Source: an optimization exercise on an open RTL-to-GDS flow (aim: small area, a short achievable clock period and few clock cycles per item). Production flows keep margins and buffers that such runs may drop. RTL that was checked went through simulation tests only; none was proved equivalent to the original. Power and IR drop assume default switching activity.

v6:
Design ray_grid_stepper, start of the top module:
module ray_grid_stepper #(
    parameter int COORD_W   = 13,
    parameter int CELL_LOG2 = 6,
    parameter int GRID_LOG2 = 6,
    parameter int FRAC_W    = 8,
    parameter int MAX_STEPS = 64,
    parameter int RAM_LAT   = 1
) (
    input  logic                       clock,
    input  logic                       resetn,
    input  logic                       start,
    input  logic                       mode,
    input  logic                       dir_neg,
    input  logic [COORD_W-1:0]         player_x,
    input  logic [COORD_W-1:0]         player_y,
    input  logic [COORD_W+FRAC_W-1:0]  slope,
    output logic                       busy,
    output logic                       done,
    output logic                       hit,
    output logic                       out_of_bounds,
    output logic                       step_limit,
    output logic [COORD_W-1:0]         hit_x,
    output logic [COORD_W-1:0]         hit_y,
    output logic [7:0]                 steps,
    output logic                       grid_rd_en,
    output logic [2*GRID_LOG2-1:0]     grid_addr,
    input  logic                       grid_data
);
For scale: ~86 flip-flops, ~110 I/O pins, ~0.0089 sq mm of cells after synthesis.
export LEC_CHECK = 0
export CAP_MARGIN = 20
export CORE_MARGIN = 2
export CORE_UTILIZATION = 40
export PLACE_DENSITY = 0.6
export SLEW_MARGIN = 20
create_clock -name core_clock -period 11.0 [get_ports {clock}]
standard.sh (not shown) runs the stock make flow with config.mk's settings and CLKGATE_MAP_FILE= SYNTH_SCRIPT=/design/flow/synth_recipe.tcl, a recipe that flattens the netlist after the stock synthesis.
==> flow/flow/run.sh <==
#!/bin/bash
set -o pipefail
export BUFFER_PORTS_ARGS="-buffer_cell sky130_fd_sc_hd__buf_1"
bash standard.sh SETUP_SLACK_MARGIN=5.0 finish > standard.log 2>&1
#### Input delta (v7 over v6)
==> flow/flow/run.sh <==
#!/bin/bash
set -o pipefail
export BUFFER_PORTS_ARGS="-buffer_cell sky130_fd_sc_hd__buf_1"
bash standard.sh SETUP_SLACK_MARGIN=5.5 finish > standard.log 2>&1
Results
In terms of power, v7 and v6 differ only marginally.
Any difference in part of the total power dissipated in the clock network between v6 and v7 is small enough to ignore.
Between v6 and v7, the difference in utilization after layout is negligible.
From v7 to v6, largest fanout on the critical path did not move at all.
Compared to v6, v7 has data required time at the worst endpoint 20 ps lower.
Going from v6 to v7, the post-cts repair resize count was found to have gone up by 4.
There was hardly any difference in cell area between v6 and v7.
Cell area after technology mapping: v7 vs v6 identical
No functional check of the RTL was part of any run of this note.

Setup of run A:
ray_grid_stepper, a different RTL version from the one above (not shown whole).
Size: roughly 810 cells after synthesis.
==> flow/design.v (excerpt) <==
module ray_grid_stepper #(
    parameter int COORD_W   = 13,
    parameter int CELL_LOG2 = 6,
    parameter int GRID_LOG2 = 6,
    parameter int FRAC_W    = 8,
    parameter int MAX_STEPS = 64,
    parameter int RAM_LAT   = 1
) (
    input  logic                       clock,
    input  logic                       resetn,
    input  logic                       start,
    input  logic                       mode,
    input  logic                       dir_neg,
    input  logic [COORD_W-1:0]         player_x,
    input  logic [COORD_W-1:0]         player_y,
    input  logic [COORD_W+FRAC_W-1:0]  slope,
    output logic                       busy,
    output logic                       done,
    output logic                       hit,
    output logic                       out_of_bounds,
    output logic                       step_limit,
    output logic [COORD_W-1:0]         hit_x,
    output logic [COORD_W-1:0]         hit_y,
    output logic [7:0]                 steps,
    output logic                       grid_rd_en,
    output logic [2*GRID_LOG2-1:0]     grid_addr,
    input  logic                       grid_data
);
    localparam int TW = 22;
    logic                  busy_r, done_r, hit_r;
    logic                  mode_r, dn_r;
    logic [14:0]           t_r;         
    logic [6:0]            th_r;        
    logic signed [7:0]     cp_r;        
    logic [6:0]            cnt_r;       
    logic                  cin_r;       
    logic signed [TW-1:0]  add_r;       
    logic [20:0]           slope_x;     
    logic signed [12:0]    p_in, s_in;
    logic                  ndn;
    logic [27:0]           vs, vc;
    logic [6:0]            low_sum;
    always_comb begin
        p_in    = mode ? player_x : player_y;
        s_in    = mode ? player_y : player_x;
        ndn     = !dir_neg;
        low_sum = {1'b0, vs[5:0]} + {1'b0, vc[5:0]};
    end
    logic [3:0]            bone_x, btwo_x, bneg_x, bone_y, btwo_y, bneg_y;
    logic [6:0]            rbx, rby;
    always_comb begin
        rbx = {player_x[5:0], 1'b0};
        rby = {player_y[5:0], 1'b0};
        for (int j = 0; j < 3; j++) begin
            bone_x[j] = rbx[2*j+1] ^ rbx[2*j];
            btwo_x[j] = (rbx[2*j+2] ^ rbx[2*j+1]) && !(rbx[2*j+1] ^ rbx[2*j]);
            bneg_x[j] = !rbx[2*j+2];
            bone_y[j] = rby[2*j+1] ^ rby[2*j];
  ...
clock: 11.0 ns
lec_check: 0
cap_margin: 20
core_margin: 2
core_utilization: 60
cts_buf_list: sky130_fd_sc_hd__clkbuf_8
place_density: 0.7
slew_margin: 20
synth_hierarchical: 1
synth_minimum_keep_size: 0
==> flow/flow/run.sh <==
#!/bin/bash
set -o pipefail
export BUFFER_PORTS_ARGS="-buffer_cell sky130_fd_sc_hd__buf_1"
bash standard.sh SETUP_SLACK_MARGIN=6.2 finish > standard.log 2>&1
Testbench counts of run A, summed over its fixed seeds: cycles 12,152, rays 1,536.
Edits applied to the flow inputs when going from run A to run B:
==> flow/flow/run.sh <==
#!/bin/bash
set -o pipefail
export BUFFER_PORTS_ARGS="-buffer_cell sky130_fd_sc_hd__buf_1"
bash standard.sh SETUP_SLACK_MARGIN=6.4 finish > standard.log 2>&1
Notes after the runs:
Looking at the reports, run B completed the entire flow and the layout it produced met the timing, DRC and antenna checks.
For run B, the cell with the biggest individual delay on the critical path was sky130_fd_sc_hd__edfxtp_1, unlike run A, where it was sky130_fd_sc_hd__fa_1.
Non-clock buffer count in the final layout, run B vs run A: up by more than a quarter
Run B against run A: total placed instance area +about 0.6%; last weighted congestion value of the routability-driven placer -5.7%; slew at the pin closest to its max-slew limit +0.012 ns; proportion of power drawn by combinational gates +2.0 points; required time of the critical path -2.32 ns.
Going from run A to run B, the met1 usage in global routing was found to have gone up by 1.8 points.
Run B ended up with a higher power consumption than run A did.
Run A → run B: final cell count higher; final instance area saw an increase.
#### Input delta (run C over run B)
==> flow/flow/run.sh <==
#!/bin/bash
set -o pipefail
export BUFFER_PORTS_ARGS="-buffer_cell sky130_fd_sc_hd__buf_2"
bash standard.sh SETUP_SLACK_MARGIN=5.8 finish > standard.log 2>&1
--- outcome ---
Run C closes out successfully: all stages finished, all timing, DRC and antenna checks passed.
Run B has higher total power than run C.
In the metrics for run C and run B, the one carrying the lower global-route track usage on met2 is run C.
Looking at slowest cell on the critical path, the sky130_fd_sc_hd__edfxtp_1 result is from run B; the sky130_fd_sc_hd__fa_1 one comes from run C.
| via count of the first global-routing pass | run C vs run B | 316 lower |
In run C, the data arrival at the endpoint of the critical path came out 2.65 ns above the value in run B.
Across both runs, sequential fraction of total cell area was higher for run C than for run B.
Taking run B as the reference, in run C global-route usage now smaller; total placed cells including tap cells closely matched the old numbers.
Total non-filler cell area in the finished layout improves in run C relative to run B.
The following lists how run D was set up differently from run C:
# run C
export LEC_CHECK = 0
export CAP_MARGIN = 20
export CORE_MARGIN = 2
export CORE_UTILIZATION = 60
export CTS_BUF_LIST = sky130_fd_sc_hd__clkbuf_8
export PLACE_DENSITY = 0.7
export SLEW_MARGIN = 20
export SYNTH_HIERARCHICAL = 1
export SYNTH_MINIMUM_KEEP_SIZE = 0
create_clock -name core_clock -period 11.0 [get_ports {clock}]
# run D
export LEC_CHECK = 0
export CAP_MARGIN = 20
export CORE_MARGIN = 2
export CORE_UTILIZATION = 60
export CTS_BUF_LIST = sky130_fd_sc_hd__clkbuf_8
export CTS_CLUSTER_DIAMETER = 200
export CTS_CLUSTER_SIZE = 50
export PLACE_DENSITY = 0.7
export SLEW_MARGIN = 20
export SYNTH_HIERARCHICAL = 1
export SYNTH_MINIMUM_KEEP_SIZE = 0
create_clock -name core_clock -period 11.0 [get_ports {clock}]
==> flow/flow/run.sh <==
#!/bin/bash
set -o pipefail
export BUFFER_PORTS_ARGS="-buffer_cell sky130_fd_sc_hd__buf_1"
bash standard.sh SETUP_SLACK_MARGIN=5.8 finish > standard.log 2>&1
==> run summary <==
Run D vs run C: fraction of layout instances using a drive strength above 1 down in run D
Between run D and run C, the difference in floorplan die area is negligible.
Run D ended with less power than run C.
Setup slack: run D more than run C
Run C has a higher minimum clock period after layout than run D.
For the data arrival at the endpoint of the critical path, run D came in 0.05 ns lower than run C did.

Setup of job 4938:
Another version of the RTL of ray_grid_stepper (not shown whole).
Size: roughly 110 I/O pins, roughly 8200 sq um of cells after synthesis.
clock: 11.0 ns
lec_check: 0
abc_area: 1
cap_margin: 20
core_margin: 2
core_utilization: 60
cts_buf_list: sky130_fd_sc_hd__clkbuf_8
place_density: 0.7
slew_margin: 20
synth_hierarchical: 1
synth_minimum_keep_size: 0
==> flow/flow/run.sh <==
#!/bin/bash
set -o pipefail
export BUFFER_PORTS_ARGS="-buffer_cell sky130_fd_sc_hd__buf_1"
bash standard.sh SETUP_SLACK_MARGIN=5.8 finish > standard.log 2>&1
Job 4938 | status: complete | timing, DRC, antenna: pass
Testbench counts of job 4938, summed over its fixed seeds: cycles 12,152, rays 1,536.
Changes in job 6029 relative to job 4938:
Settings: CTS_CLUSTER_SIZE newly set to 30; ABC_AREA removed (was 1); CTS_BUF_LIST changed from sky130_fd_sc_hd__clkbuf_8 to sky130_fd_sc_hd__clkbuf_16.
--- outcome ---
- Looking at first-iteration DRC count, job 6029 sits about 5.6% lower than job 4938 does.
- Compared with job 4938, in job 6029 sequential share of layout area went up 0.17 points, worst-case setup margin in the final layout +0.013 ns.
- The slowest library cell on the worst path comes out fa_2 in one run and fa_1 in the other, namely in job 6029 and job 4938 respectively.
- Combinational cell fraction of total power (job 6029 over job 4938): decrease, 3.5 points
- | routed wire length per instance | job 6029 vs job 4938 | 16% higher |
- On final design instance area without fill, job 6029 does better than job 4938.
## Diff of input files: job 6449 against job 6029
Settings: a deleted CTS_CLUSTER_SIZE that had been 30; a change of CTS_BUF_LIST from sky130_fd_sc_hd__clkbuf_16 to sky130_fd_sc_hd__clkbuf_8.
[summary]
Of job 6029 and job 6449, job 6449 shows the higher combinational cell fraction of total power, with job 6029 below it.
When job 6449 is set beside job 6029, its internal power component turns out to be 73 uW smaller.
Status: average vias per placed instance parity (job 6029, job 6449)
Cmp job 6029 and job 6449 / total of cells resized after clock tree synthesis / higher: job 6449
Summary — power per unit of standard cell area, job 6449 relative to job 6029: lower, by 7.0 nW/um^2.
Looking at highest clock frequency the design can meet, job 6449 sits 0.00065 GHz higher than job 6029 does.
In job 6449 the hold slack turned out 0.0085 ns higher than in job 6029.
Job 6449 vs. job 6029: proportion of total power due to net switching picked up an extra 1.2 points, source-to-sink clock delay at the later pin of the worst-skew pair picked up an extra 0.04 ns, via count of the first global-routing pass lost 0.62%.
> inputs changed (job 6449 -> job 9079)
==> flow/flow/run.sh <==
#!/bin/bash
set -o pipefail
export BUFFER_PORTS_ARGS="-buffer_cell sky130_fd_sc_hd__buf_1"
bash standard.sh SETUP_SLACK_MARGIN=6.0 finish > standard.log 2>&1
Findings:
Job 6449 has a lower post-detailed-routing wire length than job 9079. Of job 6449 and job 9079, the lower switching portion of total power belongs to job 9079. Fmax grows slightly when moving from job 6449 to job 9079. Sequential share of layout area (lower): job 9079. The non-clock buffer count of job 9079 exceeds that of job 6449 by 4.
Inputs modified between job 9079 and job 9704:
==> flow/flow/run.sh <==
#!/bin/bash
set -o pipefail
export BUFFER_PORTS_ARGS="-buffer_cell sky130_fd_sc_hd__buf_1"
bash standard.sh SETUP_SLACK_MARGIN=6.2 finish > standard.log 2>&1
- Job 9704 completed end to end with timing, DRC and antenna clean.
- Job 9079 → job 9704: global routing usage on met3 now sits higher; tightest slew margin relative to the limit now sits higher; switching part of the total now sits lower; switching component of the power now sits at about the same level.
- The combinational power of job 9704 exceeds that of job 9079 by about 3%.
- Delta (job 9704 minus job 9079): register-to-register slack shows an increase of 0.12 ns, proportion of register bits with asynchronous set or reset after synthesis shows no meaningful change.
## Diff of input files: job 7930 against job 9704
Settings: a change of CORE_UTILIZATION from 60 to 70; a change of PLACE_DENSITY from 0.7 to 0.8.
==> flow/flow/run.sh <==
#!/bin/bash
set -o pipefail
export BUFFER_PORTS_ARGS="-buffer_cell sky130_fd_sc_hd__buf_1"
bash standard.sh SETUP_SLACK_MARGIN=5.8 finish > standard.log 2>&1
--- outcome ---
Job 7930 vs. job 9704: net load switching power went down by about 6.5%. The run showing the greater part of the cycle the worst path needs is job 7930. Combinational logic power down about 10% in job 7930 wrt job 9704. The clock transition at the registers of the reported paths of job 7930 and that of job 9704 are within noise of each other.

re-timing with driven ports:
Ports are ideal in the flow. The routed layouts listed here were re-timed in OpenROAD. Step 1 (the two cells are an assumption about what drives the block):
set clk [get_ports {clock}]
set_driving_cell -lib_cell sky130_fd_sc_hd__clkbuf_16 $clk
set_driving_cell -lib_cell sky130_fd_sc_hd__buf_2 [delete_from_list [all_inputs] $clk]
Step 2 adds t to the input delays and takes it off the output delays; t is the mean of the earliest and latest rising clock arrival at the registers after step 1. Input paths then give back, and output paths get back, about the clock's delay inside the block. Three values: no drivers, after step 1, after step 2; two values: the first two.
run	t, ns	setup WS [ns]	pins driven straight from the clock port
v6	0.383	5.370 / 5.389 / 5.006	1
v7	0.386	5.672 / 5.655 / 5.277	1
run A	0.395	6.245 / 6.256 / 5.861	1
run B	0.412	6.278 / 6.242 / 5.914	1
run C	0.410	5.964 / 5.979 / 5.569	1
run D	0.407	6.005 / 5.986 / 5.616	1
job 4938	0.410	5.912 / 5.900 / 5.490	1
job 6029	0.386	5.926 / 5.886 / 5.587	1
job 6449	0.415	5.942 / 5.906 / 5.558	1
job 9079	0.412	5.958 / 5.923 / 5.622	1
job 9704	0.422	6.062 / 6.027 / 5.715	1
job 7930	0.397	5.918 / 5.887 / 5.532	1
After both steps setup and hold are still met in every run listed. For job 4938, which loses most, drivers alone change the setup slack by -0.012 ns; drivers and shift together by -0.422 ns.
